Context: an optimization exercise on an open-source flow, tuned for a short achievable clock period and few clock cycles. The choices shown serve that exercise and are no tape-out recipe.
In this exercise RTL edits were held to simulation tests only and were not proved equivalent to the original.
Power is estimated from default activity; no workload was simulated.

### design/flow/config.mk
export PLATFORM = sky130hd
export DESIGN_NAME = fill_rect_top
export DESIGN_NICKNAME = fill_rect_top
export VERILOG_FILES = /design/flow/design.v
export SDC_FILE = /design/flow/constraint.sdc
export NUM_CORES = 4
export LEC_CHECK = 0
export ABC_CLOCK_PERIOD_IN_PS = 3000
export CAP_MARGIN = 20
export CORE_MARGIN = 2
export CORE_UTILIZATION = 40
export SETUP_SLACK_MARGIN = 3.6
export SLEW_MARGIN = 20
export SYNTH_HIERARCHICAL = 1
export SYNTH_MINIMUM_KEEP_SIZE = 0
### design/flow/flow/pins.tcl
# Runs before place_pins: the read port's pins go on the middle of the left
# edge, next to each other.
set block [ord::get_db_block]
set dbu [$block getDbUnitsPerMicron]
set die [$block getDieArea]
set h [expr {double([$die yMax] - [$die yMin]) / $dbu}]
set lo [expr {round($h * 0.40)}]
set hi [expr {round($h * 0.60)}]
set names {}
foreach bterm [$block getBTerms] {
  set n [$bterm getName]
  if {[string match {cfg_addr*} $n] || [string match {cfg_rdata*} $n]} {
    lappend names $n
  }
}
puts "pins.tcl: [llength $names] pins on left:${lo}-${hi}"
set_io_pin_constraint -pin_names $names -region left:${lo}-${hi}
### design/flow/standard.sh
#!/bin/bash
# synth_recipe.tcl (not shown) runs the flow's synth.tcl, then flattens the netlist and writes it again
# the make line also repeats each setting of config.mk as NAME=value (left out here)
make -C /OpenROAD-flow-scripts/flow DESIGN_CONFIG=/design/flow/config.mk WORK_HOME=/design/flow/orfs CLKGATE_MAP_FILE= SYNTH_SCRIPT=/design/flow/synth_recipe.tcl "${@:-finish}"
### design/flow/flow/ports.tcl
# Runs after global placement. buffer_ports has given every input and output
# port a buffer; make each of them a plain buffer of the same function.
set n_swapped 0
foreach bterm [[ord::get_db_block] getBTerms] {
  set net [$bterm getNet]
  if {$net == "NULL"} { continue }
  foreach iterm [$net getITerms] {
    set inst [$iterm getInst]
    set name [$inst getName]
    if {![regexp {^(input|output)[0-9]+$} $name -> kind]} { continue }
    set master [[$inst getMaster] getName]
    if {![regexp {^sky130_fd_sc_hd__(clkdlybuf|dlygate|dlymetal|clkbuf|buf)} $master]} { continue }
    if {$kind eq "input"} {
      set want sky130_fd_sc_hd__buf_4
    } else {
      set want sky130_fd_sc_hd__buf_2
    }
    if {$master ne $want} {
      replace_cell $name $want
      incr n_swapped
    }
  }
}
puts "ports.tcl: made $n_swapped port buffers plain buffers"
estimate_parasitics -placement
### design/flow/constraint.sdc
create_clock -name core_clock -period 6.5 [get_ports {clk}]
set_input_delay 1.3000 -clock core_clock [delete_from_list [all_inputs] [get_ports {clk}]]
set_output_delay 1.3000 -clock core_clock [all_outputs]
set_load 0.01 [all_outputs]
### design/flow/design.v
`timescale 1ns/10ps
package fill_rect_pkg;
    typedef logic [15:0] coord_t;
    typedef logic [11:0] rgb_t;
    localparam int CMD_BYTES = 11;
    localparam logic [1:0] REG_FB_BASE = 2'd0;
    localparam logic [1:0] REG_STRIDE  = 2'd1;
    localparam logic [1:0] REG_CLIP    = 2'd2;
    localparam logic [1:0] REG_COUNT   = 2'd3;
endpackage
`timescale 1ns/10ps
module cmd_fifo #(
    parameter int DEPTH = 4,
    parameter int W     = 72
) (
    input  logic         clk,
    input  logic         rst_,
    input  logic         push,
    input  logic [W-1:0] push_data,
    input  logic         pop,
    output logic         head_valid,
    output logic [W-1:0] head_data,
    input  logic         accept_last,
    input  logic         push_pend1,
    input  logic         push_pend2,
    output logic         cmd_ready,
    output logic         not_empty_next
);
    localparam int PTR_W = $clog2(DEPTH);
    localparam int CNT_W = $clog2(DEPTH + 1);
    logic [W-1:0]     mem [DEPTH];
    logic [PTR_W-1:0] wr_ptr;
    logic [PTR_W-1:0] rd_ptr;
    logic [CNT_W-1:0] cnt;
    logic [CNT_W-1:0] cnt_d;
    logic [CNT_W-1:0] occ_d;
    logic             ready_q;
    assign head_valid = (cnt != '0);
    assign head_data  = mem[rd_ptr];
    assign cmd_ready  = ready_q;
    always_comb
    begin
        cnt_d = cnt;
        if (push && !pop)
            cnt_d = cnt + 1'b1;
        else if (!push && pop)
            cnt_d = cnt - 1'b1;
    end
    assign occ_d          = cnt_d + CNT_W'(push_pend2) + CNT_W'(push_pend1) +
                            CNT_W'(accept_last);
    assign not_empty_next = (cnt_d != '0);
    always_ff @(posedge clk or negedge rst_)
    begin
        if (!rst_)
        begin
            cnt     <= '0;
            wr_ptr  <= '0;
            rd_ptr  <= '0;
            ready_q <= 1'b1;
        end
        else
        begin
            cnt     <= cnt_d;
            ready_q <= (occ_d < CNT_W'(DEPTH));
            if (push)
                wr_ptr <= wr_ptr + 1'b1;
            if (pop)
                rd_ptr <= rd_ptr + 1'b1;
        end
    end
    always_ff @(posedge clk)
    begin
        if (push)
            mem[wr_ptr] <= push_data;
    end
endmodule
`timescale 1ns/10ps
module fill_rect_decode_engine #(
    parameter int ADDR_W = 24
) (
    input  logic                  clk,
    input  logic                  rst_,
    input  logic                  cmd_valid,
    input  logic [7:0]            cmd_data,
    input  logic                  cmd_ready,
    input  logic [ADDR_W-1:0]     fb_base,
    input  fill_rect_pkg::coord_t stride,
    input  logic [17:0]           stride3,
    input  fill_rect_pkg::coord_t clip_w,
    input  fill_rect_pkg::coord_t clip_h,
    output logic                  partial,
    output logic                  accept_last,
    output logic                  push_pend1,
    output logic                  push_pend2,
    output logic                  cmd_push,
    output logic [ADDR_W-1:0]     push_addr,
    output logic [ADDR_W-1:0]     push_addr2,
    output fill_rect_pkg::coord_t push_w,
    output fill_rect_pkg::coord_t push_h,
    output logic                  push_w1,
    output logic                  push_h1,
    output logic                  push_empty,
    output fill_rect_pkg::rgb_t   push_rgb
);
    logic [3:0]  bidx;
    logic        accept;
    logic [7:0]  xh, xl, yh, yl, wh, wl, hh, hl;
    logic [3:0]  rv, gv, bv;
    logic [15:0] x, y, w, h;
    logic [ADDR_W-1:0] bx_q;
    logic [ADDR_W-1:0] acc_q;
    logic [ADDR_W-1:0] acc2_q;
    logic [16:0]       dx_q, dy_q;
    logic [15:0]       visw_q, vish_q;
    logic              m_run;
    logic [8:0]        m_oh;
    logic              m_stall;
    logic [1:0]        m_dig;
    logic [ADDR_W-1:0] m_s1;
    logic [ADDR_W-1:0] m_s3;
    logic [ADDR_W-1:0] m_pp;
    logic [ADDR_W-1:0] pp_q;
    assign accept      = cmd_valid && cmd_ready;
    assign accept_last = accept && (bidx == 4'd10);
    assign partial     = (bidx != 4'd0);
    assign x = {xh, xl};
    assign y = {yh, yl};
    assign w = {wh, wl};
    assign h = {hh, hl};
    always_ff @(posedge clk or negedge rst_)
    begin
        if (!rst_)
        begin
            bidx      <= '0;
            push_pend1 <= 1'b0;
            push_pend2 <= 1'b0;
            cmd_push  <= 1'b0;
            m_run    <= 1'b0;
            m_oh     <= '0;
        end
        else
        begin
            push_pend1 <= accept_last;
            push_pend2 <= push_pend1;
            cmd_push   <= push_pend2;
            if (accept)
                bidx <= (bidx == 4'd10) ? 4'd0 : bidx + 4'd1;
            if (accept && bidx == 4'd2)
            begin
                m_run <= 1'b1;
                m_oh  <= 9'd1;
            end
            else if (m_run && !m_stall)
            begin
                m_oh <= {m_oh[7:0], 1'b0};
                if (m_oh[8])
                    m_run <= 1'b0;
            end
        end
    end
    always_ff @(posedge clk)
    begin
        if (accept)
        begin
            case (bidx)
                4'd0:  xh <= cmd_data;
                4'd1:  xl <= cmd_data;
                4'd2:  yh <= cmd_data;
                4'd3:  yl <= cmd_data;
                4'd4:  wh <= cmd_data;
                4'd5:  wl <= cmd_data;
                4'd6:  hh <= cmd_data;
                4'd7:  hl <= cmd_data;
                4'd8:  rv <= cmd_data[3:0];
                4'd9:  gv <= cmd_data[3:0];
                default: bv <= cmd_data[3:0];
            endcase
        end
    end
    assign m_stall = m_oh[4] && (bidx == 4'd3);
    assign m_dig   = ({2{m_oh[0]}} & yh[1:0]) | ({2{m_oh[1]}} & yh[3:2]) |
                     ({2{m_oh[2]}} & yh[5:4]) | ({2{m_oh[3]}} & yh[7:6]) |
                     ({2{m_oh[4]}} & yl[1:0]) | ({2{m_oh[5]}} & yl[3:2]) |
                     ({2{m_oh[6]}} & yl[5:4]) | ({2{m_oh[7]}} & yl[7:6]);
    always_comb
    begin
        case (m_dig)
            2'd0: m_pp = '0;
            2'd1: m_pp = m_s1;
            2'd2: m_pp = {m_s1[ADDR_W-2:0], 1'b0};
            default: m_pp = m_s3;
        endcase
    end
    always_ff @(posedge clk)
    begin
        if (accept && bidx == 4'd2)
        begin
            m_s1 <= ADDR_W'({stride, 8'd0});
            m_s3 <= ADDR_W'({stride3, 8'd0});
        end
        else if (m_run && !m_stall)
        begin
            pp_q <= m_pp;
            if (m_oh[0])
                acc_q <= bx_q;
            else
                acc_q <= acc_q + pp_q;
            if (m_oh[3])
            begin
                m_s1 <= ADDR_W'(stride);
                m_s3 <= ADDR_W'(stride3);
            end
            else
            begin
                m_s1 <= {m_s1[ADDR_W-3:0], 2'b00};
                m_s3 <= {m_s3[ADDR_W-3:0], 2'b00};
            end
        end
    end
    always_ff @(posedge clk)
    begin
        bx_q  <= fb_base + ADDR_W'(x);
        acc2_q <= acc_q + ADDR_W'(stride);
        dx_q  <= {1'b0, clip_w} - {1'b0, x};
        dy_q  <= {1'b0, clip_h} - {1'b0, y};
        if (dx_q[16] || dx_q[15:0] == 16'd0)
            visw_q <= '0;
        else
            visw_q <= (w < dx_q[15:0]) ? w : dx_q[15:0];
        if (dy_q[16] || dy_q[15:0] == 16'd0)
            vish_q <= '0;
        else
            vish_q <= (h < dy_q[15:0]) ? h : dy_q[15:0];
    end
    assign push_addr  = acc_q;
    assign push_addr2 = acc2_q;
    assign push_w     = visw_q;
    assign push_h     = vish_q;
    assign push_w1    = (visw_q == 16'd1);
    assign push_h1    = (vish_q == 16'd1);
    assign push_empty = (visw_q == 16'd0) || (vish_q == 16'd0);
    assign push_rgb   = {rv, gv, bv};
endmodule
`timescale 1ns/10ps
module fill_rect_pixel_gen #(
    parameter int ADDR_W = 24
) (
    input  logic                  clk,
    input  logic                  rst_,
    input  logic                  head_valid,
    input  logic [ADDR_W-1:0]     head_addr,
    input  logic [ADDR_W-1:0]     head_addr2,
    input  fill_rect_pkg::coord_t head_w,
    input  fill_rect_pkg::coord_t head_h,
    input  logic                  head_w1,
    input  logic                  head_h1,
    input  logic                  head_empty,
    input  fill_rect_pkg::rgb_t   head_rgb,
    input  fill_rect_pkg::coord_t stride,
    output logic                  pop,
    output logic                  rect_done,
    output logic                  pv_next,
    output logic                  pix_valid,
    input  logic                  pix_ready,
    output logic [ADDR_W-1:0]     pix_addr,
    output fill_rect_pkg::rgb_t   pix_rgb
);
    logic              xfer;
    logic              last_pix;
    logic              load;
    logic              load_empty;
    fill_rect_pkg::coord_t ccnt, rcnt, wid;
    logic              clast, rlast, wid1;
    logic [ADDR_W-1:0] next_row;
    assign xfer       = pix_valid && pix_ready;
    assign last_pix   = clast && rlast;
    assign load       = head_valid && !head_empty && (!pix_valid || (xfer && last_pix));
    assign load_empty = head_valid && head_empty && !pix_valid;
    assign pop        = load || load_empty;
    assign rect_done  = (xfer && last_pix) || load_empty;
    always_comb
    begin
        pv_next = pix_valid;
        if (load)
            pv_next = 1'b1;
        else if (xfer && last_pix)
            pv_next = 1'b0;
    end
    always_ff @(posedge clk or negedge rst_)
    begin
        if (!rst_)
            pix_valid <= 1'b0;
        else
            pix_valid <= pv_next;
    end
    always_ff @(posedge clk)
    begin
        if (load)
        begin
            pix_addr <= head_addr;
            next_row <= head_addr2;
            pix_rgb  <= head_rgb;
            ccnt     <= head_w;
            clast    <= head_w1;
            wid      <= head_w;
            wid1     <= head_w1;
            rcnt     <= head_h;
            rlast    <= head_h1;
        end
        else if (xfer)
        begin
            if (clast)
            begin
                pix_addr <= next_row;
                next_row <= next_row + ADDR_W'(stride);
                ccnt     <= wid;
                clast    <= wid1;
                rcnt     <= rcnt - 16'd1;
                rlast    <= (rcnt == 16'd2);
            end
            else
            begin
                pix_addr <= pix_addr + ADDR_W'(1);
                ccnt     <= ccnt - 16'd1;
                clast    <= (ccnt == 16'd2);
            end
        end
    end
endmodule
`timescale 1ns/10ps
module fb_config_regs #(
    parameter int ADDR_W = 24
) (
    input  logic                  clk,
    input  logic                  rst_,
    input  logic                  cfg_wr,
    input  logic [1:0]            cfg_addr,
    input  logic [31:0]           cfg_wdata,
    output logic [31:0]           cfg_rdata,
    output logic [ADDR_W-1:0]     fb_base,
    output fill_rect_pkg::coord_t stride,
    output logic [17:0]           stride3,
    output fill_rect_pkg::coord_t clip_w,
    output fill_rect_pkg::coord_t clip_h,
    input  logic                  rect_done,
    input  logic                  busy_next,
    output logic                  busy
);
    logic [31:0] done_count;
    always_ff @(posedge clk or negedge rst_)
    begin
        if (!rst_)
        begin
            fb_base    <= '0;
            stride     <= '0;
            clip_w     <= '0;
            clip_h     <= '0;
            done_count <= '0;
            busy       <= 1'b0;
        end
        else
        begin
            if (cfg_wr)
            begin
                case (cfg_addr)
                    fill_rect_pkg::REG_FB_BASE: fb_base <= cfg_wdata[ADDR_W-1:0];
                    fill_rect_pkg::REG_STRIDE:  stride  <= cfg_wdata[15:0];
                    fill_rect_pkg::REG_CLIP:
                    begin
                        clip_w <= cfg_wdata[31:16];
                        clip_h <= cfg_wdata[15:0];
                    end
                    default:     ;
                endcase
            end
            if (rect_done)
                done_count <= done_count + 32'd1;
            busy <= busy_next;
        end
    end
    always_ff @(posedge clk)
        stride3 <= {2'b00, stride} + {1'b0, stride, 1'b0};
    logic [31:0] rd_base_clip_n;
    logic [31:0] rd_stride_count_n;
    fb_rd_mux2i u_rd_lo (
        .sel (cfg_addr[1]),
        .a0  (32'(fb_base)),
        .a1  ({clip_w, clip_h}),
        .y_n (rd_base_clip_n)
    );
    fb_rd_mux2i u_rd_hi (
        .sel (cfg_addr[1]),
        .a0  ({16'd0, stride}),
        .a1  (done_count),
        .y_n (rd_stride_count_n)
    );
    fb_rd_mux2i u_rd_out (
        .sel (cfg_addr[0]),
        .a0  (rd_base_clip_n),
        .a1  (rd_stride_count_n),
        .y_n (cfg_rdata)
    );
endmodule
module fb_rd_mux2i (
    input  logic        sel,
    input  logic [31:0] a0,
    input  logic [31:0] a1,
    output logic [31:0] y_n
);
    assign y_n = ~(sel ? a1 : a0);
endmodule
`timescale 1ns/10ps
module fill_rect_top #(
    parameter int ADDR_W     = 24,
    parameter int FIFO_DEPTH = 16
) (
    input  logic                clk,
    input  logic                rst_,
    input  logic                cmd_valid,
    input  logic [7:0]          cmd_data,
    output logic                cmd_ready,
    input  logic                cfg_wr,
    input  logic [1:0]          cfg_addr,
    input  logic [31:0]         cfg_wdata,
    output logic [31:0]         cfg_rdata,
    output logic                busy,
    output logic                pix_valid,
    input  logic                pix_ready,
    output logic [ADDR_W-1:0]   pix_addr,
    output fill_rect_pkg::rgb_t pix_rgb
);
    localparam int QW = ADDR_W + ADDR_W + 16 + 16 + 3 + 12;
    logic [ADDR_W-1:0]     fb_base;
    fill_rect_pkg::coord_t stride;
    logic [17:0]           stride3;
    fill_rect_pkg::coord_t clip_w;
    fill_rect_pkg::coord_t clip_h;
    logic                  partial;
    logic                  accept_last;
    logic                  push_pend1;
    logic                  push_pend2;
    logic                  cmd_push;
    logic [ADDR_W-1:0]     push_addr;
    logic [ADDR_W-1:0]     push_addr2;
    fill_rect_pkg::coord_t push_w, push_h;
    logic                  push_w1, push_h1, push_empty;
    fill_rect_pkg::rgb_t   push_rgb;
    logic                  q_pop;
    logic                  head_valid;
    logic [QW-1:0]         head_data;
    logic                  q_not_empty_next;
    logic                  rect_done;
    logic                  pv_next;
    logic                  busy_next;
    fill_rect_decode_engine #(
        .ADDR_W (ADDR_W)
    ) u_decode (
        .clk          (clk),
        .rst_         (rst_),
        .cmd_valid    (cmd_valid),
        .cmd_data     (cmd_data),
        .cmd_ready    (cmd_ready),
        .fb_base      (fb_base),
        .stride       (stride),
        .stride3      (stride3),
        .clip_w       (clip_w),
        .clip_h       (clip_h),
        .partial      (partial),
        .accept_last  (accept_last),
        .push_pend1   (push_pend1),
        .push_pend2   (push_pend2),
        .cmd_push     (cmd_push),
        .push_addr    (push_addr),
        .push_addr2   (push_addr2),
        .push_w       (push_w),
        .push_h       (push_h),
        .push_w1      (push_w1),
        .push_h1      (push_h1),
        .push_empty   (push_empty),
        .push_rgb     (push_rgb)
    );
    cmd_fifo #(
        .DEPTH (4),
        .W     (QW)
    ) u_cmd_fifo (
        .clk            (clk),
        .rst_           (rst_),
        .push           (cmd_push),
        .push_data      ({push_addr, push_addr2, push_w, push_h, push_w1, push_h1, push_empty, push_rgb}),
        .pop            (q_pop),
        .head_valid     (head_valid),
        .head_data      (head_data),
        .accept_last    (accept_last),
        .push_pend1     (push_pend1),
        .push_pend2     (push_pend2),
        .cmd_ready      (cmd_ready),
        .not_empty_next (q_not_empty_next)
    );
    fill_rect_pixel_gen #(
        .ADDR_W (ADDR_W)
    ) u_pixel_gen (
        .clk        (clk),
        .rst_       (rst_),
        .head_valid (head_valid),
        .head_addr  (head_data[QW-1 -: ADDR_W]),
        .head_addr2 (head_data[QW-ADDR_W-1 -: ADDR_W]),
        .head_w     (head_data[46:31]),
        .head_h     (head_data[30:15]),
        .head_w1    (head_data[14]),
        .head_h1    (head_data[13]),
        .head_empty (head_data[12]),
        .head_rgb   (head_data[11:0]),
        .stride     (stride),
        .pop        (q_pop),
        .rect_done  (rect_done),
        .pv_next    (pv_next),
        .pix_valid  (pix_valid),
        .pix_ready  (pix_ready),
        .pix_addr   (pix_addr),
        .pix_rgb    (pix_rgb)
    );
    assign busy_next = partial || push_pend1 || push_pend2 || q_not_empty_next ||
                       pv_next;
    fb_config_regs #(
        .ADDR_W (ADDR_W)
    ) u_config_regs (
        .clk        (clk),
        .rst_       (rst_),
        .cfg_wr     (cfg_wr),
        .cfg_addr   (cfg_addr),
        .cfg_wdata  (cfg_wdata),
        .cfg_rdata  (cfg_rdata),
        .fb_base    (fb_base),
        .stride     (stride),
        .stride3    (stride3),
        .clip_w     (clip_w),
        .clip_h     (clip_h),
        .rect_done  (rect_done),
        .busy_next  (busy_next),
        .busy       (busy)
    );
endmodule
### design/flow/flow/run.sh
#!/bin/bash
# The standard layout (standard.sh), with two changes:
#  - before pin placement, flow/pins.tcl keeps the register read port's pins
#    (cfg_addr, cfg_rdata) together on one stretch of the left edge, so the
#    combinational read path stays short;
#  - after global placement, flow/ports.tcl turns the port buffers that
#    buffer_ports inserted (a delay-buffer cell by default) into plain
#    buffers; the later repair steps resize them as usual.
# Make's output goes to standard.log; each ORFS step keeps its own log under
# orfs/logs.
set -euo pipefail
export PRE_IO_PLACEMENT_TCL="$PWD/flow/pins.tcl"
export POST_GLOBAL_PLACE_TCL="$PWD/flow/ports.tcl"
bash standard.sh > standard.log 2>&1
==> summary.md, run 1 <==
| Metric | Value |
|---|---|
| Fin Setup TNS | 0 ns |
| Crit Path Max Fanout | 8 |
| Crit path buf inv count | 2 |
| Post-synth EDFFs | 647 |
| Peak supply drop | 0.279 mV |
| Crit path max-delay family | multiplexers |
| Setup crit start kind | primary input |
| Htree depth | 3 |
| Skew final | 0.0336 ns |
| Hold_buf cts | 0 |
| Number of synthesized register bits | 926 |
| Post-Synthesis Cells | 3158 |
| Setup crit end kind | primary output |
| Pwr Total | 23.9 mW |
| Internal power | 15.5 mW |
| Initial antenna violation count | 5 |
| Worst-skew pair later-pin latency | 0.68 ns |
| Top Registers | u_cmd_fifo.mem: 380 flops, u_config_regs.done_count: 32 flops |
| Final hold vios | 0 |
| Worst EP arrival | 1.95 ns |
| I/O pins | 118 |
| Ys async rst share | 14.1% |
| FP Rows | 119 |
| Max Fclk | 308 MHz |
| Max cap viols | 0 |
| Critical Path, Cell by Cell | buf_16 > mux2i_4 > mux2i_1 > buf_2 |
| Routed via count | 25800 |
| P_sw | 8.45 mW |
| Switch share | 35.3% |
| Setup ws final | 3.25 ns |
| Final ANT Viol Nets | 0 |
| First-pass GRT wire length | 159000 um |
| All-Layer GR Usage | 19.2% |
| Synth unique cells | 92 |
| Pleak | 18.4 nW |
| Vias in the first global route | 25300 |
| # port buffers | 117 |
| Top cells by count, synth | edfxtp_1 (647), nand2_1 (240), mux2i_1 (198), o21ai_0 (173) |
| Die Ht | 330 um |
| Post-DP HPWL | 73000 um |
| Data required time of the critical path | 5.20 ns |
| Main flop type after synthesis | edfxtp_1 |
| Post-place setup slack | 2.39 ns |
| Mapped cell area | 42600 sq um |
| Period utilisation layout | 50.0% |
| Gate power share | 34.5% |
| Nets | 3547 |
| Hold WS | 0.417 ns |
| Routed len/inst | 21.8 um |
| Synth warn | 10 |
| Max Root-Sink Buffers | 3 |
| Largest Register | u_cmd_fifo.mem |
| Clock Root Buffer | clkbuf_16 |
| GR Overflow Total | 0 |
| Starting Density | 40.4% |
| Core Area | 106000 sq um |
| Seq pwr share | 41.5% |
| RSZ-0062 raised after global routing | yes |
| Critical path class | in2out |
| Sequential share of the synthesized area | 60.2% |
| Yosys top cell by area | edfxtp_1 |
| Largest net degree at the start of global routing | 78 |
| Worst-margin pin slew | 1.08 ns |
| DRC Markers | 0 |
| Final wirelength | 105000 um |
| Layout cells sized above 1 | 17.9% |
| Status | finished clean |
| Number of detailed-route iterations in the first pass | 5 |
| Max Slew Vio Count | 0 |
| Global-route met3 utilization | 3.10% |
| Count leader, synth | edfxtp_1 |
| Reg clk slew, reported paths | 0.05 ns |
| Max FFs per register | 380 |
| PD cells | 488 nW/um^2 |
| TritonCTS clock tree | yes |
| Die outline area | 109000 sq um |
| Diodes inserted | 0 |
| Area delta synth->final | 15.0% |
| Synth area leaders | edfxtp_1 (46%), dfrtp_1 (7.6%), dfxtp_1 (7.0%) |
| Max_slew headroom | 28.1% |
| CP max stage cell | mux2i_4 |
| DRT iter0 DRCs | 2058 |
| Crit-path max cell delay | 0.18 ns |
| Vias per cell | 5.36 |
| Total CTS buffers | 97 |
| Clock sinks | 926 |
| Post-layout min period | 3.25 ns |
| Mean Syn Cell Area | 13.5 sq um |
| Met2 Use GR | 29.8% |
| Worst Hold Class | reg2reg |
| GR Util met1 | 27.8% |
| Final setup violating endpoints | 0 |
| Post-synth top area share | 45.6% |
| GR peak layer | met2 |
| Clock share of power | 24.1% |
| Chip width | 330 um |
## logic make-up after synthesis
group                      count (synthesis)  synth area share (%)
DFF                                      926                  60.2
other                                      1               0.00880
xor gates and xnor gates                 203                  4.19
and+or+nand+nor                          681                  7.76
buffers and inverters                    242                  2.69
adders and majority gates                172                  5.19
muxes                                    370                  11.7
AOI/OAI and AO/OA                        563                  8.24
## layout make-up
cell class | count | area [sq um]
flip-flops and latches | 926 | 25700
well taps | 1391 | 1740
repair buffers | 171 | 1430
inverters | 118 | 454
clock inverters | 54 | 664
clock buffers | 130 | 2690
repair inverters | 1 | 7.51
multi-input cells | 2013 | 16400
fillers | 9289 | 56500
## power groups by stage
stage          Clock (mW)  Combinational, mW  Sequential, mW
5_1_grt              6.12               9.20            10.1
2_1_floorplan           0               6.24            9.33
6_report             5.75               8.25            9.92
3_3_place_gp            0               7.87            10.1
3_5_place_dp            0               7.81            10.1
4_1_cts              5.89               8.12            9.92
## metrics by stage
step	utilization [%]	cell area (sq um)	instances
detailed placement	42.5	44900	4596
global placement	43.0	45400	4596
finish	46.5	49000	4804
CTS	46.2	48700	4795
floorplan	-	43000	3181
global route	46.5	49000	4804
## layer usage
| metal | share of wire [%] | wire length [um] |
|---|---|---|
| met5 | 0 | 0 |
| met4 | 2.4 | 2510 |
| met3 | 5.7 | 5980 |
| met2 | 45 | 47000 |
| met1 | 47 | 49100 |
## worst paths after layout
check | startpoint | endpoint | slack (ns) | cells after the start
max in group asynchronous | rst_ | u_config_regs.stride[0] | 4.49 | 2
worst min register to register | u_decode.push_pend1 | u_decode.push_pend2 | 0.42 | 0
worst max-delay path | cfg_addr[1] | cfg_rdata[23] | 3.25 | 4
min in group asynchronous | rst_ | u_config_regs.fb_base[13] | 0.65 | 1
worst min-delay path | u_decode.push_pend1 | u_decode.push_pend2 | 0.42 | 0
worst max register to register | u_config_regs.stride[0] | u_pixel_gen.next_row[20] | 3.59 | 12
## worst reg2reg max path: stages, from the launching register on
cell	delay (ns)
dfrtp_2	0.37
buf_6	0.10
buf_8	0.12
ha_4	0.15
inv_2	0.04
fa_2	0.34
and2b_2	0.26
o2111ai_4	0.15
a2111o_1	0.53
a31oi_4	0.27
nand3_2	0.09
xor2_1	0.16
o21ai_1	0.08
## modules after synthesis (local to each module, per instance), a selection
| module | flops+latches | area, sq um |
|---|---|---|
| fb_rd_mux2i | 0 | 377 |
| fill_rect_top | 0 | 12.5 |
## cells in the final DEF, fill, tap and decap left out, types with 12 or more instances in the layout
master,synthesis,layout
a211oi_1,27,24
a21o_1,63,63
a21oi_1,150,149
a22o_1,16,16
a31oi_1,17,14
and3_1,25,25
buf_2,21,69
buf_4,2,74
bufinv_16,0,12
clkbuf_1,71,21
clkbuf_16,0,102
clkinv_2,0,23
conb_1,1,24
dfrtp_1,130,115
dfrtp_2,0,13
dfxtp_1,148,148
edfxtp_1,647,647
ha_1,164,163
inv_1,117,115
mux2_2,77,77
mux2i_1,198,176
mux2i_4,0,12
mux4_2,95,95
nand2_1,240,239
nand2b_1,29,26
nand3_1,60,55
nand4_1,27,27
nor2_1,164,164
nor2b_1,14,14
nor3_1,30,30
nor4_1,26,26
o21a_1,17,17
o21ai_0,173,163
o21ai_1,3,12
o21bai_1,13,13
xnor2_1,127,125
xor2_1,75,75
## timing repair
action | CTS | global route
gates resized for setup | 60 | 44
pin swaps | 3 | 7
cloned | 7 | 3
setup endpoints to repair | 290 | 129
buffers inserted | 8 | 6
Testbench counts, summed over its fixed seeds: cycles 154,333.
==> inputs of run 2 (changes only) <==
--- a/design/flow/config.mk
+++ b/design/flow/config.mk
@@ -10,5 +10,5 @@
 export CORE_MARGIN = 2
 export CORE_UTILIZATION = 40
-export SETUP_SLACK_MARGIN = 3.6
+export SETUP_SLACK_MARGIN = 3.4
 export SLEW_MARGIN = 20
 export SYNTH_HIERARCHICAL = 1
==> run 2 against run 1 <==
Effect of this change: clock power is 2% lower; wire length is 0.13% higher; first-iteration DRC count increased by 1.3%; sequential share of layout area increased by 0.17 points; count of clock-buffer cells in the layout is 7 higher; via count rose by 0.40%; worst setup slack gained 0.019 ns; synthesized area unchanged; power down 0.94%.
==> summary.md, run 2 <==
| Metric | Value |
|---|---|
| Final hold vios | 0 |
| Top cells by count, synth | edfxtp_1 (647), nand2_1 (240), mux2i_1 (198), o21ai_0 (173) |
| Global-route met3 utilization | 3.66% |
| Worst-margin pin slew | 1.06 ns |
| Nets | 3546 |
| Largest net degree at the start of global routing | 87 |
| Peak supply drop | 0.259 mV |
| Mean Syn Cell Area | 13.5 sq um |
| Max Fclk | 310 MHz |
| Status | finished clean |
| Crit Path Max Fanout | 11 |
| FP Rows | 119 |
| Mapped cell area | 42600 sq um |
| Worst EP arrival | 1.93 ns |
| I/O pins | 118 |
| Max Slew Vio Count | 0 |
| Post-DP HPWL | 72700 um |
| Largest Register | u_cmd_fifo.mem |
| GR peak layer | met2 |
| Chip width | 330 um |
| Count leader, synth | edfxtp_1 |
| RSZ-0062 raised after global routing | yes |
| First-pass GRT wire length | 159000 um |
| TritonCTS clock tree | yes |
| Post-synth EDFFs | 647 |
| Post-synth top area share | 45.6% |
| Ys async rst share | 14.1% |
| Main flop type after synthesis | edfxtp_1 |
| Core Area | 106000 sq um |
| Vias in the first global route | 25500 |
| GR Util met1 | 27.3% |
| Fin Setup TNS | 0 ns |
| Synth area leaders | edfxtp_1 (46%), dfrtp_1 (7.6%), dfxtp_1 (7.0%) |
| Area delta synth->final | 14.7% |
| DRT iter0 DRCs | 2084 |
| Synth warn | 10 |
| Critical path class | in2out |
| Final setup violating endpoints | 0 |
| Pwr Total | 23.7 mW |
| Max Root-Sink Buffers | 3 |
| Final core utilization | 46.3% |
| PD cells | 485 nW/um^2 |
| Final ANT Viol Nets | 0 |
| Setup crit start kind | primary input |
| Clock sinks | 926 |
| Layout cells sized above 1 | 17.2% |
| Sequential share of the synthesized area | 60.2% |
| Skew final | 0.0475 ns |
| GR Overflow Total | 0 |
| Period utilisation layout | 49.7% |
| Routed len/inst | 21.8 um |
| # port buffers | 117 |
| Worst Hold Class | reg2reg |
| Clock Root Buffer | clkbuf_16 |
| Die Ht | 330 um |
| Die outline area | 109000 sq um |
| Pleak | 18.4 nW |
| Total CTS buffers | 96 |
| All-Layer GR Usage | 19.2% |
| Layout Cell Area excl Fill | 48900 sq um |
| Htree depth | 3 |
| Reg clk slew, reported paths | 0.06 ns |
| Data required time of the critical path | 5.20 ns |
| Worst-skew pair later-pin latency | 0.68 ns |
| Max cap viols | 0 |
| Final wirelength | 105000 um |
| R2R cell count | 10 |
| Routed via count | 25900 |
| Commonest non-fill, non-tap cell in the layout | edfxtp_1 |
| Yosys top cell by area | edfxtp_1 |
| Met2 Use GR | 29.1% |
| Setup crit end kind | primary output |
| Dpl cell area | 44900 sq um |
| Most frequent cells in the layout | edfxtp_1 (647), nand2_1 (239), mux2i_1 (178), o21ai_0 (171), ha_1 (164) |
| Post-Synthesis Cells | 3158 |
| Synth unique cells | 92 |
| Post-layout min period | 3.23 ns |
| Vias per cell | 5.39 |
| Max FFs per register | 380 |
| Max_slew headroom | 29.3% |
| Initial antenna violation count | 8 |
| Starting Density | 40.4% |
| DRC Markers | 0 |
| Top Registers | u_cmd_fifo.mem: 380 flops, u_config_regs.done_count: 32 flops |
| Hold_buf cts | 0 |
| Hold Crit Depth | 0 |
| Number of detailed-route iterations in the first pass | 5 |
| Number of synthesized register bits | 926 |
-- run 2: cell counts after synthesis --
Identical to the previous run, type by type.
-- run 2: per-module statistics from Yosys (local to each module, per instance), excerpt --
module / cells inside / area (sq um) / flops+latches
fb_rd_mux2i: 36 / 377 / 0
fill_rect_top: 3 / 12.5 / 0
-- run 2: kinds of logic (layout without fill, tap and decap cells) --
kind of cell	Yosys count	after routing	share of synthesized area [%]
xor gates and xnor gates	203	203	4.19
AOI/OAI and AO/OA	563	563	8.24
adders and majority gates	172	172	5.19
and+or+nand+nor	681	681	7.76
buffers and inverters	242	472	2.69
muxes	370	370	11.7
DFF	926	926	60.2
other	1	26	0.00880
-- run 2: path summary, 6_finish.rpt --
| path | endpoint | startpoint | slack [ns] |
|---|---|---|---|
| setup / recovery | cfg_rdata[2] | cfg_addr[1] | 3.27 |
| hold / removal | u_decode.cmd_push | u_decode.push_pend2 | 0.41 |
| setup reg to reg | u_pixel_gen.next_row[22] | u_config_regs.stride[0] | 3.55 |
| hold reg to reg | u_decode.cmd_push | u_decode.push_pend2 | 0.41 |
| max in group asynchronous | u_config_regs.clip_w[13] | rst_ | 4.56 |
| min in group asynchronous | u_config_regs.fb_base[13] | rst_ | 0.67 |
-- run 2: per-stage QoR --
stage | setup WS, ns | cells | hold WS [ns]
2_1_floorplan | 3.21 | 3181 | 0.375
6_report | 3.27 | 4804 | 0.407
3_5_place_dp | 2.45 | 4597 | 0.394
5_1_grt | 3.24 | 4802 | 0.425
4_1_cts | 3.30 | 4797 | 0.413
3_3_place_gp | 2.07 | 4597 | 0.394
-- run 2: area by class of cell --
type	instances	area [sq um]
fillers	9345	56700
flip-flops and latches	926	25700
multi-input cells	2013	16200
clock buffers	137	2720
well taps	1391	1740
repair buffers	171	1470
clock inverters	45	546
inverters	118	463
repair inverters	1	7.51
diodes	2	5.00
-- run 2: what timing repair did --
action,4_1_cts,5_1_grt
pin swaps,0,1
cloned,13,0
resized for setup,47,28
endpoints found under the setup margin,331,108
buffers inserted,5,5
-- run 2: critical path, cell delays in order --
cell,delay [ns]
buf_16,0.12
mux2i_1,0.13
mux2i_1,0.20
buf_2,0.18
-- run 2: routing by layer --
layer  routed length [um]  vias up
met4                 3750        4
met5                   17        -
met2                46400      677
li1                     -    12200
met3                 6400      167
met1                48300    12800
-- run 2: where the power goes --
group	internal [mW]	leakage [nW]	switching, mW
clock network	3.27	1.59	2.35
logic	3.55	7.98	4.62
registers	8.45	8.80	1.46
total	15.3	18.4	8.43
==> inputs of run 3 (changes only) <==
--- a/design/flow/flow/pins.tcl
+++ b/design/flow/flow/pins.tcl
@@ -5,6 +5,6 @@
 set die [$block getDieArea]
 set h [expr {double([$die yMax] - [$die yMin]) / $dbu}]
-set lo [expr {round($h * 0.40)}]
-set hi [expr {round($h * 0.60)}]
+set lo [expr {round($h * 0.45)}]
+set hi [expr {round($h * 0.55)}]
 set names {}
 foreach bterm [$block getBTerms] {
==> run 3 against run 2 <==
Effect of this change: the run now fails in I/O pin placement; synthesized area is the same; synthesized cell count is the same.
==> summary.md, run 3 <==
| Metric | Value |
|---|---|
| Status | aborted with a tool error |
| Failed at | I/O pin placement |
| Stop err | [ERROR PPL-0111] 1 constraint(s) does not have available slots for the pins. |
| FP Rows | 119 |
| Ys async rst share | 14.1% |
| Yosys top cell by area | edfxtp_1 |
| Die Ht | 330 um |
| Count leader, synth | edfxtp_1 |
| Post-Synth Simple-Gate Area | 7.76% |
| Mux contribution to synthesized area | 11.7% |
| Synth warn | 10 |
| Sequential share of the synthesized area | 60.2% |
| Synth Area in Compound Gates | 8.24% |
| Post-synth EDFFs | 647 |
| Synth area leaders | edfxtp_1 (46%), dfrtp_1 (7.6%), dfxtp_1 (7.0%) |
| Starting Density | 40.4% |
| Main flop type after synthesis | edfxtp_1 |
| Main combinational cell family by area after synthesis | multiplexers |
| Mapped cell area | 42600 sq um |
| XOR/XNOR share of the synthesized area | 4.19% |
| Mean Syn Cell Area | 13.5 sq um |
| Synth unique cells | 92 |
| Chip width | 330 um |
| Top cells by count, synth | edfxtp_1 (647), nand2_1 (240), mux2i_1 (198), o21ai_0 (173) |
| Post-Synth Adder-Cell Area | 5.19% |
| Number of synthesized register bits | 926 |
| Post-Synthesis Cells | 3158 |
| Post-synth top area share | 45.6% |
[run 3: per-module statistics from Yosys (local to each module, per instance), excerpt]
module | copies in the design | flops+latches | cells | area, sq um
fb_rd_mux2i | 3 | 0 | 36 | 377
fill_rect_top | 1 | 0 | 3 | 12.5
[run 3: cells by family after synthesis]
group	Yosys count
adder cells (fa/ha/maj)	172
other	1
buffers and inverters	242
AND/OR/NAND/NOR	681
multiplexers	370
AO/OA/AOI/OAI	563
flip-flops	926
XOR/XNOR	203
==> inputs of run 4 (changes only) <==
--- a/design/flow/design.v
+++ b/design/flow/design.v
@@ -22,6 +22,5 @@
     output logic [W-1:0] head_data,
     input  logic         accept_last,
-    input  logic         push_pend1,
-    input  logic         push_pend2,
+    input  logic         push_pend,
     output logic         cmd_ready,
     output logic         not_empty_next
@@ -36,6 +35,6 @@
     logic [CNT_W-1:0] occ_d;
     logic             ready_q;
-    assign head_valid = (cnt != '0);
-    assign head_data  = mem[rd_ptr];
+    assign head_valid = (cnt != '0) || push;
+    assign head_data  = (cnt != '0) ? mem[rd_ptr] : push_data;
     assign cmd_ready  = ready_q;
     always_comb
@@ -47,6 +46,5 @@
             cnt_d = cnt - 1'b1;
     end
-    assign occ_d          = cnt_d + CNT_W'(push_pend2) + CNT_W'(push_pend1) +
-                            CNT_W'(accept_last);
+    assign occ_d          = cnt_d + CNT_W'(push_pend) + CNT_W'(accept_last);
     assign not_empty_next = (cnt_d != '0);
     always_ff @(posedge clk or negedge rst_)
@@ -91,6 +89,5 @@
     output logic                  partial,
     output logic                  accept_last,
-    output logic                  push_pend1,
-    output logic                  push_pend2,
+    output logic                  push_pend,
     output logic                  cmd_push,
     output logic [ADDR_W-1:0]     push_addr,
@@ -109,4 +106,8 @@
     logic [15:0] x, y, w, h;
     logic [ADDR_W-1:0] bx_q;
+    logic [ADDR_W-1:0] bxs_s_q;
+    logic [ADDR_W-1:0] bxs_c_q;
+    logic [ADDR_W-1:0] x_ext;
+    logic [ADDR_W-1:0] s_ext;
     logic [ADDR_W-1:0] acc_q;
     logic [ADDR_W-1:0] acc2_q;
@@ -128,4 +129,6 @@
     assign w = {wh, wl};
     assign h = {hh, hl};
+    assign x_ext = ADDR_W'(x);
+    assign s_ext = ADDR_W'(stride);
     always_ff @(posedge clk or negedge rst_)
     begin
@@ -133,6 +136,5 @@
         begin
             bidx      <= '0;
-            push_pend1 <= 1'b0;
-            push_pend2 <= 1'b0;
+            push_pend <= 1'b0;
             cmd_push  <= 1'b0;
             m_run    <= 1'b0;
@@ -141,7 +143,6 @@
         else
         begin
-            push_pend1 <= accept_last;
-            push_pend2 <= push_pend1;
-            cmd_push   <= push_pend2;
+            push_pend <= accept_last;
+            cmd_push  <= push_pend;
             if (accept)
                 bidx <= (bidx == 4'd10) ? 4'd0 : bidx + 4'd1;
@@ -194,16 +195,22 @@
     always_ff @(posedge clk)
     begin
-        if (accept && bidx == 4'd2)
+        if (!m_run)
         begin
             m_s1 <= ADDR_W'({stride, 8'd0});
             m_s3 <= ADDR_W'({stride3, 8'd0});
         end
-        else if (m_run && !m_stall)
+        else if (!m_stall)
         begin
             pp_q <= m_pp;
             if (m_oh[0])
-                acc_q <= bx_q;
+            begin
+                acc_q  <= bx_q;
+                acc2_q <= bxs_s_q + bxs_c_q;
+            end
             else
-                acc_q <= acc_q + pp_q;
+            begin
+                acc_q  <= acc_q + pp_q;
+                acc2_q <= acc2_q + pp_q;
+            end
             if (m_oh[3])
             begin
@@ -221,5 +228,6 @@
     begin
         bx_q  <= fb_base + ADDR_W'(x);
-        acc2_q <= acc_q + ADDR_W'(stride);
+        bxs_s_q <= fb_base ^ x_ext ^ s_ext;
+        bxs_c_q <= ((fb_base & x_ext) | (fb_base & s_ext) | (x_ext & s_ext)) << 1;
         dx_q  <= {1'b0, clip_w} - {1'b0, x};
         dy_q  <= {1'b0, clip_h} - {1'b0, y};
@@ -438,6 +446,5 @@
     logic                  partial;
     logic                  accept_last;
-    logic                  push_pend1;
-    logic                  push_pend2;
+    logic                  push_pend;
     logic                  cmd_push;
     logic [ADDR_W-1:0]     push_addr;
@@ -468,6 +475,5 @@
         .partial      (partial),
         .accept_last  (accept_last),
-        .push_pend1   (push_pend1),
-        .push_pend2   (push_pend2),
+        .push_pend    (push_pend),
         .cmd_push     (cmd_push),
         .push_addr    (push_addr),
@@ -492,6 +498,5 @@
         .head_data      (head_data),
         .accept_last    (accept_last),
-        .push_pend1     (push_pend1),
-        .push_pend2     (push_pend2),
+        .push_pend      (push_pend),
         .cmd_ready      (cmd_ready),
         .not_empty_next (q_not_empty_next)
@@ -520,6 +525,5 @@
         .pix_rgb    (pix_rgb)
     );
-    assign busy_next = partial || push_pend1 || push_pend2 || q_not_empty_next ||
-                       pv_next;
+    assign busy_next = partial || push_pend || q_not_empty_next || pv_next;
     fb_config_regs #(
         .ADDR_W (ADDR_W)
--- a/design/flow/flow/pins.tcl
+++ b/design/flow/flow/pins.tcl
@@ -5,6 +5,6 @@
 set die [$block getDieArea]
 set h [expr {double([$die yMax] - [$die yMin]) / $dbu}]
-set lo [expr {round($h * 0.45)}]
-set hi [expr {round($h * 0.55)}]
+set lo [expr {round($h * 0.40)}]
+set hi [expr {round($h * 0.60)}]
 set names {}
 foreach bterm [$block getBTerms] {
--- a/design/flow/config.mk
+++ b/design/flow/config.mk
@@ -8,7 +8,9 @@
 export ABC_CLOCK_PERIOD_IN_PS = 3000
 export CAP_MARGIN = 20
+export CELL_PAD_IN_SITES_DETAIL_PLACEMENT = 0
+export CELL_PAD_IN_SITES_GLOBAL_PLACEMENT = 0
 export CORE_MARGIN = 2
-export CORE_UTILIZATION = 40
-export SETUP_SLACK_MARGIN = 3.4
+export CORE_UTILIZATION = 55
+export SETUP_SLACK_MARGIN = 3.6
 export SLEW_MARGIN = 20
 export SYNTH_HIERARCHICAL = 1
==> run 4 against run 3 <==
Effect of this change: now clean on timing, DRC and antenna; synthesized area grew 9.7%; synthesized cell count grew 14%.
==> summary.md, run 4 <==
| Metric | Value |
|---|---|
| Status | finished clean |
| Post-DP HPWL | 83000 um |
| First-pass GRT wire length | 184000 um |
| XOR/XNOR share of the synthesized area | 3.88% |
| Sequential share of the synthesized area | 57.0% |
| PD cells | 481 nW/um^2 |
| Max Slew Vio Count | 0 |
| Initial antenna violation count | 5 |
| Synth Area in Compound Gates | 8.82% |
| Clock Root Buffer | clkbuf_16 |
| Met2 Wirelength | 54900 um |
| Worst-skew pair later-pin latency | 0.67 ns |
| Highest routed layer | met5 |
| Met3 WL post-DR | 7810 um |
| Crit Path Max Fanout | 7 |
| Ys async rst share | 13.5% |
| Post-Synth Simple-Gate Area | 8.49% |
| Max Fclk | 307 MHz |
| Worst EP arrival | 1.96 ns |
| RSZ-0062 raised after global routing | yes |
| Crit path max-delay family | multiplexers |
| Pleak | 20.5 nW |
| Count leader, synth | edfxtp_1 |
| Top Registers | u_cmd_fifo.mem: 380 flops, u_config_regs.done_count: 32 flops |
| Largest Register | u_cmd_fifo.mem |
| Post-layout min period | 3.26 ns |
| Commonest non-fill, non-tap cell in the layout | edfxtp_1 |
| CP max stage cell | mux2i_2 |
| Total CTS buffers | 99 |
| I/O pins | 118 |
| Fin Setup TNS | 0 ns |
| Main combinational cell family by area after synthesis | multiplexers |
| Die Ht | 296 um |
| Period utilisation layout | 50.1% |
| Layout cells sized above 1 | 21.2% |
| # port buffers | 117 |
| Top cells by count, synth | edfxtp_1 (671), nand2_1 (302), mux2_2 (189), ha_1 (187), o21ai_0 (187) |
| Final setup violating endpoints | 0 |
| Max_slew headroom | 27.6% |
| Reg clk slew, reported paths | 0.06 ns |
| Critical path class | in2out |
| GR Overflow Total | 0 |
| Final core utilization | 63.8% |
| Yosys top cell by area | edfxtp_1 |
| Die outline area | 87400 sq um |
| Final hold vios | 0 |
| Routed len/inst | 24.4 um |
| Number of synthesized register bits | 965 |
| Met1 WL | 57000 um |
| Peak supply drop | 0.280 mV |
| Core Area | 84000 sq um |
| Final wirelength | 123000 um |
| Max Root-Sink Buffers | 3 |
| Mapped cell area | 46800 sq um |
| Setup crit end kind | primary output |
| Skew final | 0.0385 ns |
| Synth unique cells | 109 |
| Worst-margin pin slew | 1.08 ns |
| Post-Synth Adder-Cell Area | 6.03% |
| Main flop type after synthesis | edfxtp_1 |
| Chip width | 296 um |
| Post-synth top area share | 43.1% |
| Vias in the first global route | 29500 |
| Synth warn | 10 |
| TritonCTS clock tree | yes |
| Most frequent cells in the layout | edfxtp_1 (671), nand2_1 (299), mux2_2 (188), o21ai_0 (185), ha_1 (183) |
| Hold_buf cts | 0 |
| Final ANT Viol Nets | 0 |
| Max FFs per register | 380 |
| Max cap viols | 0 |
| Number of detailed-route iterations in the first pass | 6 |
| Clock sinks | 965 |
| All-Layer GR Usage | 28.2% |
| Post-Synthesis Cells | 3612 |
| Mux contribution to synthesized area | 12.7% |
| Worst Hold Class | reg2reg |
| Post-synth EDFFs | 671 |
| Crit-path max cell delay | 0.23 ns |
| Htree depth | 3 |
| Largest net degree at the start of global routing | 83 |
| Routed via count | 30100 |
| DRT iter0 DRCs | 2795 |
| FP Rows | 106 |
| Starting Density | 55.7% |
| Vias per cell | 5.98 |
| Area delta synth->final | 14.5% |
| Critical Path, Cell by Cell | buf_16 > mux2i_1 > mux2i_2 > buf_2 |
| Nets | 4074 |
| Setup crit start kind | primary input |
| Synth area leaders | edfxtp_1 (43%), dfxtp_1 (7.0%), dfrtp_1 (6.9%) |
| Mean Syn Cell Area | 13.0 sq um |
| Crit path buf inv count | 2 |
| DRC Markers | 0 |
| Data required time of the critical path | 5.20 ns |
==> run 4: changes by cell type after synthesis, moves of 18 or more <==
cell | previous run | this run
a21o_1 | 63 | 44
a21oi_1 | 150 | 176
edfxtp_1 | 647 | 671
ha_1 | 164 | 187
inv_1 | 117 | 162
mux2_2 | 77 | 189
mux2i_1 | 198 | 163
nand2_1 | 240 | 302
nand3_1 | 60 | 100
o21ai_1 | 3 | 21
==> run 4: kinds of logic after synthesis <==
group / count (synthesis)
flops: 965
simple gates: 827
compound gates: 649
mux: 449
buf+inv: 303
fa+ha+maj: 211
xor+xnor: 207
other cells: 1
==> run 4: report_power, final <==
| part | leakage, nW | total (mW) | internal [mW] | switching (mW) |
|---|---|---|---|---|
| sequential | 9.17 | 10.1 | 8.61 | 1.48 |
| clock | 1.67 | 5.90 | 3.46 | 2.44 |
| combinational | 9.65 | 9.75 | 4.30 | 5.46 |
| total | 20.5 | 25.8 | 16.4 | 9.38 |
==> run 4: path summary, 6_finish.rpt <==
path                                     from                  endpoint  slack, ns  cells past startpoint
max                               cfg_addr[1]             cfg_rdata[19]       3.24                      4
min                        u_decode.push_pend         u_decode.cmd_push       0.42                      0
max reg2reg                  u_decode.pp_q[0]        u_decode.acc_q[16]       3.47                     12
min reg2reg                u_decode.push_pend         u_decode.cmd_push       0.42                      0
max in group asynchronous                rst_          u_decode.m_oh[0]       4.24                      2
min in group asynchronous                rst_  u_config_regs.clip_h[15]       0.75                      1
==> run 4: per-module statistics from Yosys, one instance, submodules excluded, a selection <==
module         copies in the design  flip-flops and latches  cell area [sq um]
fb_rd_mux2i                       3                       0                377
fill_rect_top                     1                       0               7.51
==> run 4: per-layer routing <==
metal,vias up,GRT usage (%)
li1,13900,-
met1,15100,42.6
met2,946,42.5
met3,156,4.20
met4,4,8.17
met5,-,0
==> run 4: area by class of cell <==
type	count	area (sq um)
multi-input cells	2370	19500
fillers	6316	30400
repair inverters	1	8.76
clock inverters	59	701
repair buffers	215	1820
well taps	1134	1420
inverters	164	644
diodes	1	2.50
clock buffers	128	2730
flip-flops and latches	965	26700
==> run 4: worst register-to-register path: stages (launching register included) <==
cell	delay, ns
edfxtp_1	0.46
ha_2	0.24
inv_2	0.06
fa_2	0.20
nand2b_4	0.14
a21oi_4	0.07
o41a_1	0.41
a221o_1	0.45
a211oi_4	0.28
buf_6	0.15
o21ai_2	0.05
xnor2_1	0.17
o21ai_1	0.07
==> run 4: what timing repair did <==
item                       4_1_cts  5_1_grt
gates resized for setup         91       64
gates cloned                    12        2
hold endpoints to repair         0        0
pin swaps                       16       32
setup buffers                   33       18
setup endpoints to repair      396      126
==> run 4: through the flow <==
stage          power (mW)  instance area, sq um  worst slack [ns]  std cells  hold slack (ns)
6_report             25.8                 53600              3.24       5037            0.416
3_3_place_gp         19.0                 49100              2.06       4783            0.388
5_1_grt              27.2                 53600              3.21       5037            0.426
3_5_place_dp         19.1                 48700              2.39       4783            0.379
4_1_cts              25.5                 53000              3.24       5015            0.405
2_1_floorplan        16.5                 47100              3.30       3635            0.367
Testbench counts of run 4, summed over its fixed seeds: cycles 154,316.
==> inputs of run 5 (changes only) <==
--- a/design/flow/config.mk
+++ b/design/flow/config.mk
@@ -8,8 +8,7 @@
 export ABC_CLOCK_PERIOD_IN_PS = 3000
 export CAP_MARGIN = 20
-export CELL_PAD_IN_SITES_DETAIL_PLACEMENT = 0
-export CELL_PAD_IN_SITES_GLOBAL_PLACEMENT = 0
 export CORE_MARGIN = 2
-export CORE_UTILIZATION = 55
+export CORE_UTILIZATION = 40
+export PLACE_DENSITY = 0.75
 export SETUP_SLACK_MARGIN = 3.6
 export SLEW_MARGIN = 20
==> run 5 against run 4 <==
Effect of this change: still clean on timing, DRC and antenna; power fell by 1.5%; register-to-register slack worse by 0.15 ns; sequential share of layout area shrank 0.17 points; non-clock buffer count decreased by 3; fmax up 0.11%; final area grew 0.38%; synthesized cell count stayed put; utilization is 17 points lower; critical path type unchanged; critical endpoint is now cfg_rdata[2].
==> summary.md, run 5 <==
| Metric | Value |
|---|---|
| Worst-margin pin slew | 1.06 ns |
| Mapped cell area | 46800 sq um |
| Clock sinks | 965 |
| I/O pins | 118 |
| GR Util met1 | 26.7% |
| Die Ht | 346 um |
| Crit path buf inv count | 2 |
| Area delta synth->final | 14.9% |
| Count leader, synth | edfxtp_1 |
| Max Slew Vio Count | 0 |
| Global-route met3 utilization | 3.80% |
| Critical path class | in2out |
| Vias in the first global route | 29100 |
| Critical Path, Cell by Cell | buf_16 > mux2i_2 > mux2i_1 > buf_2 |
| Pwr Total | 25.4 mW |
| Sequential share of the synthesized area | 57.0% |
| Crit-path max cell delay | 0.18 ns |
| Top cells by count, synth | edfxtp_1 (671), nand2_1 (302), mux2_2 (189), ha_1 (187), o21ai_0 (187) |
| Max cap viols | 0 |
| Routed len/inst | 21.8 um |
| Chip width | 346 um |
| Post-layout min period | 3.25 ns |
| Synth unique cells | 109 |
| Max Fclk | 307 MHz |
| Period utilisation layout | 50.1% |
| Layout cells sized above 1 | 20.6% |
| Max_slew headroom | 29.1% |
| Setup crit start kind | primary input |
| First-pass GRT wire length | 177000 um |
| # port buffers | 117 |
| FP Rows | 125 |
| Hold Crit Start | u_decode.push_pend |
| Synth warn | 10 |
| GR peak layer | met2 |
| DRC Markers | 0 |
| Post-place setup slack | 2.40 ns |
| Vias per cell | 5.60 |
| Post-Synthesis Cells | 3612 |
| Hold_buf cts | 0 |
| Fin cells | 5422 |
| Max FFs per register | 380 |
| Number of synthesized register bits | 965 |
| Main flop type after synthesis | edfxtp_1 |
| Total CTS buffers | 98 |
| Post-DP HPWL | 79500 um |
| Post-synth top area share | 43.1% |
| Final setup violating endpoints | 0 |
| Post-synth EDFFs | 671 |
| Core Area | 116000 sq um |
| Reg clk slew, reported paths | 0.06 ns |
| Setup ws final | 3.25 ns |
| Final ANT Viol Nets | 0 |
| Initial antenna violation count | 7 |
| Number of detailed-route iterations in the first pass | 5 |
| DRT iter0 DRCs | 3008 |
| Largest net degree at the start of global routing | 76 |
| Die outline area | 120000 sq um |
| Crit Path Max Fanout | 10 |
| CP max stage cell | mux2i_1 |
| TritonCTS clock tree | yes |
| Worst-skew pair later-pin latency | 0.66 ns |
| Htree depth | 3 |
| GR Overflow Total | 0 |
| Synth area leaders | edfxtp_1 (43%), dfxtp_1 (7.0%), dfrtp_1 (6.9%) |
| Fin Setup TNS | 0 ns |
| Largest Register | u_cmd_fifo.mem |
| Final wirelength | 118000 um |
| Ys async rst share | 13.5% |
| PD cells | 472 nW/um^2 |
| Clock Root Buffer | clkbuf_16 |
| Placed Cells | 5175 |
| Top Registers | u_cmd_fifo.mem: 380 flops, u_config_regs.done_count: 32 flops |
| RSZ-0062 raised after global routing | yes |
| All-Layer GR Usage | 19.0% |
| Crit path max-delay family | multiplexers |
| Met2 Use GR | 29.2% |
| Pleak | 20.3 nW |
| Worst EP arrival | 1.95 ns |
| CP startpoint | cfg_addr[1] |
| Worst Hold Class | reg2reg |
| Routed via count | 30300 |
| Final core utilization | 46.3% |
| Yosys top cell by area | edfxtp_1 |
| Most frequent cells in the layout | edfxtp_1 (671), nand2_1 (299), mux2_2 (188), o21ai_0 (185), ha_1 (182) |
| Setup crit end kind | primary output |
| Data required time of the critical path | 5.20 ns |
| Commonest non-fill, non-tap cell in the layout | edfxtp_1 |
| Starting Density | 40.3% |
| Final hold vios | 0 |
| Mean Syn Cell Area | 13.0 sq um |
| Status | finished clean |
| R2R Setup Slk | 3.32 ns |
| Peak supply drop | 0.235 mV |
| Nets | 4070 |
| FILL cells | 10000 |
| Worst r2r src | u_decode.visw_q[5] |
| Max Root-Sink Buffers | 3 |
| Skew final | 0.0230 ns |
[run 5: cell count changes in the layout (fill, tap and decap cells not counted), sizes merged, moves of 2 or more]
cell      previous run  this run
clkinvlp             8         4
clkbuf             131       141
bufinv              12         7
buf                211       209
clkinv              40        36
[run 5: Yosys stat by module, one instance, submodules excluded, a selection]
module | flops+latches | cells inside | copies in the design
fill_rect_top | 0 | 1 | 1
fb_rd_mux2i | 0 | 36 | 3
[run 5: final cells by class]
class / instances / area (sq um) / share of cell area (%)
tap: 1524 / 1910 / 3.55
antenna: 1 / 2.50 / 0.00465
clock inverter: 47 / 415 / 0.773
sequential: 965 / 26700 / 49.7
timing repair buffer: 212 / 1780 / 3.31
timing repair inverter: 1 / 8.76 / 0.0163
inverter: 164 / 644 / 1.20
clock buffer: 138 / 2830 / 5.27
multi-input combinational: 2370 / 19400 / 36.2
[run 5: report_power, final]
part	switching, mW	internal, mW	total [mW]	leakage (nW)
Combinational	5.35	4.26	9.61	9.57
Sequential	1.49	8.62	10.1	9.17
Clock	2.34	3.31	5.65	1.59
[run 5: worst paths after layout]
kind                                           endpoint  cells after the start
setup / recovery                           cfg_rdata[2]                      4
hold / removal                        u_decode.cmd_push                      0
setup reg to reg                     u_config_regs.busy                     11
hold reg to reg                       u_decode.cmd_push                      0
max in group asynchronous          u_cmd_fifo.rd_ptr[0]                      2
min in group asynchronous  u_config_regs.done_count[31]                      1
[run 5: worst reg2reg max path: stages, from the launching register on]
cell and delay [ns]:
dfxtp_1 0.56, nor4_4 0.08, nand4_1 0.19, o22ai_4 0.12, mux2_4 0.31, o21ai_1 0.21, and2_4 0.27, nor2b_4 0.08
o211ai_1 0.30, nand2_1 0.12, or3_1 0.40, or4_4 0.42
[run 5: metrics by stage]
step | cell area [sq um] | hold WS [ns]
floorplan | 47100 | 0.367
global placement | 49600 | 0.406
detailed placement | 49200 | 0.420
CTS | 53200 | 0.430
global route | 53800 | 0.481
finish | 53800 | 0.461
[run 5: metal layers]
metal | vias to the layer above | wire length (um)
li1 | 13900 | -
met1 | 15000 | 51100
met2 | 1282 | 52800
met3 | 220 | 10100
met4 | 6 | 4350
met5 | - | 31
[run 5: repair_timing]
item                                    4_1_cts  5_1_grt
gates cloned                                 11        4
resized for setup                            78       68
endpoints found under the setup margin      336      156
pin swaps                                    14       25
setup buffers                                29       16
[run 5: cells by family after synthesis]
| kind of cell | Yosys count | share of synthesized area [%] |
|---|---|---|
| AOI/OAI and AO/OA | 649 | 8.82 |
| xor gates and xnor gates | 207 | 3.88 |
| adders and majority gates | 211 | 6.03 |
| buffers and inverters | 303 | 3.06 |
| DFF | 965 | 57.0 |
| muxes | 449 | 12.7 |
| other | 1 | 0.00802 |
| and+or+nand+nor | 827 | 8.49 |
==> inputs of run 6 (changes only) <==
--- a/design/flow/config.mk
+++ b/design/flow/config.mk
@@ -10,5 +10,4 @@
 export CORE_MARGIN = 2
 export CORE_UTILIZATION = 40
-export PLACE_DENSITY = 0.75
 export SETUP_SLACK_MARGIN = 3.6
 export SLEW_MARGIN = 20
==> run 6 against run 5 <==
Effect of this change: final cell count rose by 0.31%; critical endpoint is now cfg_rdata[19]; die area did not move; clock skew rose by 0.0036 ns; largest power group unchanged; non-clock buffer count rose by 8; sequential share of layout area fell by 0.32 points; worst setup slack improved by 0.022 ns; synthesized area did not move; still clean on timing, DRC and antenna; wire length rose by 2.7%.
==> summary.md, run 6 <==
| Metric | Value |
|---|---|
| Largest net degree at the start of global routing | 82 |
| Synth warn | 10 |
| Core Area | 116000 sq um |
| Pleak | 20.5 nW |
| Switch share | 36.2% |
| Synth area leaders | edfxtp_1 (43%), dfxtp_1 (7.0%), dfrtp_1 (6.9%) |
| Number of detailed-route iterations in the first pass | 5 |
| Post-synth top area share | 43.1% |
| Main flop type after synthesis | edfxtp_1 |
| Worst-skew pair later-pin latency | 0.68 ns |
| Max Root-Sink Buffers | 3 |
| Initial antenna violation count | 9 |
| Ys async rst share | 13.5% |
| Max cap viols | 0 |
| Layout Cell Area excl Fill | 54100 sq um |
| Reg clk slew, reported paths | 0.06 ns |
| Post-DP HPWL | 82200 um |
| Die outline area | 120000 sq um |
| Status | finished clean |
| Chip width | 346 um |
| RSZ-0062 raised after global routing | yes |
| Setup crit end kind | primary output |
| Commonest non-fill, non-tap cell in the layout | edfxtp_1 |
| Mean Syn Cell Area | 13.0 sq um |
| Total CTS buffers | 103 |
| Post-synth EDFFs | 671 |
| Crit Path Max Fanout | 9 |
| PD cells | 476 nW/um^2 |
| Hold WS | 0.412 ns |
| Number of synthesized register bits | 965 |
| Vias in the first global route | 29200 |
| Dpl cell area | 49200 sq um |
| Internal power | 16.4 mW |
| Worst Hold Class | reg2reg |
| FP Rows | 125 |
| CP startpoint | cfg_addr[1] |
| Largest Register | u_cmd_fifo.mem |
| Most frequent cells in the layout | edfxtp_1 (671), nand2_1 (300), mux2_2 (188), o21ai_0 (185), ha_1 (183) |
| Routed len/inst | 22.3 um |
| Top Registers | u_cmd_fifo.mem: 380 flops, u_config_regs.done_count: 32 flops |
| Starting Density | 40.3% |
| Max FFs per register | 380 |
| Die Ht | 346 um |
| Htree depth | 3 |
| Final wirelength | 122000 um |
| Diodes inserted | 0 |
| Yosys top cell by area | edfxtp_1 |
| All-Layer GR Usage | 20.0% |
| Final setup violating endpoints | 0 |
| Worst r2r src | u_decode.pp_q[0] |
| Top cells by count, synth | edfxtp_1 (671), nand2_1 (302), mux2_2 (189), ha_1 (187), o21ai_0 (187) |
| TritonCTS clock tree | yes |
| R2R cell count | 11 |
| Gate power share | 37.8% |
| Setup crit start kind | primary input |
| I/O pins | 118 |
| Peak supply drop | 0.252 mV |
| Max_slew headroom | 30.5% |
| DRC Markers | 0 |
| DRT iter0 DRCs | 2237 |
| Skew final | 0.0266 ns |
| GR Overflow Total | 0 |
| R2r endpoint | u_decode.acc_q[14] |
| Max Fclk | 309 MHz |
| Layout cells sized above 1 | 20.9% |
| Routed via count | 29700 |
| R2R Setup Slk | 3.60 ns |
| Area delta synth->final | 15.6% |
| Count leader, synth | edfxtp_1 |
| Period utilisation layout | 49.7% |
| # port buffers | 117 |
| Final hold vios | 0 |
| Worst EP arrival | 1.93 ns |
| P_sw | 9.30 mW |
| Clock sinks | 965 |
| Clock Root Buffer | clkbuf_16 |
| Post-Synthesis Cells | 3612 |
| Vias per cell | 5.45 |
| Nets | 4082 |
| Final ANT Viol Nets | 0 |
| Max Slew Vio Count | 0 |
| Worst Setup EP | cfg_rdata[19] |
| Seq pwr share | 39.1% |
| Hold_buf cts | 0 |
| Sequential share of the synthesized area | 57.0% |
| Worst-margin pin slew | 1.04 ns |
| Mapped cell area | 46800 sq um |
| Data required time of the critical path | 5.20 ns |
| Fin Setup TNS | 0 ns |
| First-pass GRT wire length | 183000 um |
| Critical path class | in2out |
| Clock share of power | 23.2% |
| Post-layout min period | 3.23 ns |
| FILL cells | 10400 |
| Synth unique cells | 109 |
==> run 6: cell counts after synthesis <==
No cell type changed its count.
==> run 6: final cells by class <==
type | instances | area [sq um] | share of cell area (%)
Tap cell | 1524 | 1910 | 3.53
Inverter | 164 | 637 | 1.18
Timing Repair Buffer | 220 | 1920 | 3.54
Multi-Input combinational cell | 2370 | 19400 | 35.9
Sequential cell | 965 | 26700 | 49.4
Clock inverter | 55 | 576 | 1.06
Clock buffer | 141 | 2900 | 5.37
==> run 6: kinds of logic after synthesis <==
group / count (synthesis) / synth area share, %
AO/OA/AOI/OAI: 649 / 8.82
XOR/XNOR: 207 / 3.88
adder cells (fa/ha/maj): 211 / 6.03
buffers and inverters: 303 / 3.06
flip-flops: 965 / 57.0
multiplexers: 449 / 12.7
other: 1 / 0.00802
AND/OR/NAND/NOR: 827 / 8.49
==> run 6: critical path: stages <==
cell and delay (ns):
buf_16 0.12, mux2i_1 0.12, mux2i_1 0.20, buf_2 0.18
==> run 6: repair_timing <==
action                                 in CTS  in global routing
setup endpoints to repair                 310                152
cloned                                     13                  4
resized for setup                          77                 52
pin swaps                                  19                 25
endpoints found under the hold margin       0                  0
setup buffers                              34                 17
==> run 6: metal layers <==
metal  GRT usage (%)  vias up  routed length [um]
li1                -    13900                   -
met1            29.5    14700               57100
met2            30.5      862               53800
met3            2.72      159                7260
met4            5.99        4                3250
met5               0        -                  26
==> run 6: power groups by stage <==
| stage | Sequential (mW) | Combinational (mW) | Clock (mW) |
|---|---|---|---|
| after floorplan | 9.48 | 6.99 | 0 |
| after CTS | 10.0 | 9.51 | 6.09 |
| final | 10.1 | 9.71 | 5.97 |
| after global routing | 10.2 | 10.8 | 6.34 |
| after global placement | 10.2 | 8.86 | 0 |
| after detailed placement | 10.3 | 8.81 | 0 |
==> run 6: worst min-delay path by stage <==
| stage | start | end | slack (ns) | depth (start not counted) |
|---|---|---|---|---|
| CTS | u_decode.push_pend | u_decode.cmd_push | 0.41 | 0 |
| global placement | u_decode.push_pend | u_decode.cmd_push | 0.38 | 0 |
| global route | u_decode.push_pend | u_decode.cmd_push | 0.44 | 0 |
| floorplan | u_decode.push_pend | u_decode.cmd_push | 0.37 | 0 |
| finish | u_decode.push_pend | u_decode.cmd_push | 0.41 | 0 |
| detailed placement | u_decode.push_pend | u_decode.cmd_push | 0.39 | 0 |
==> run 6: Yosys stat by module (local to each module, per instance), a selection <==
module	times used	flip-flops and latches
fb_rd_mux2i	3	0
fill_rect_top	1	0
==> run 6: per-stage QoR <==
step                utilization [%]  setup slack [ns]  total power, mW  std cells
floorplan                         -              3.30             16.5       3635
detailed placement             42.4              2.41             19.1       5174
global route                   46.6              3.24             27.3       5439
finish                         46.6              3.27             25.7       5439
CTS                            46.2              3.29             25.6       5417
global placement               42.8              2.04             19.1       5174

==> port drivers added, routing unchanged <==
The results above use ideal ports. As a check the final layouts listed here were re-extracted and re-timed, cells and wires unchanged. Step 1 (the two cells are an assumption about what drives the block):
set clk [get_ports {clk}]
set_driving_cell -lib_cell sky130_fd_sc_hd__clkbuf_16 $clk
set_driving_cell -lib_cell sky130_fd_sc_hd__buf_2 [delete_from_list [all_inputs] $clk]
Step 2 adds t to the input delays and takes it off the output delays; t is the mean of the earliest and latest rising clock arrival at the registers after step 1. Input paths then give back, and output paths get back, about the clock's delay inside the block. Three values: ideal, step 1, step 2; two values: the first two.
run | shift t [ns] | setup slack, ns | hold WS [ns]
run 1 | 0.726 | 3.252 / 2.765 / 2.765 | 0.417 / 0.417 / 0.417
run 2 | 0.716 | 3.271 / 2.604 / 2.604 | 0.407 / 0.407 / 0.407
run 4 | 0.715 | 3.243 / 2.803 / 2.803 | 0.416 / 0.416 / 0.416
run 5 | 0.710 | 3.247 / 2.666 / 2.666 | 0.461 / 0.461 / 0.461
run 6 | 0.736 | 3.268 / 2.712 / 2.712 | 0.412 / 0.412 / 0.412
After both steps every run listed still meets setup and hold. For run 2, which loses most, drivers alone change the setup slack by -0.667 ns; drivers and shift together by -0.667 ns.
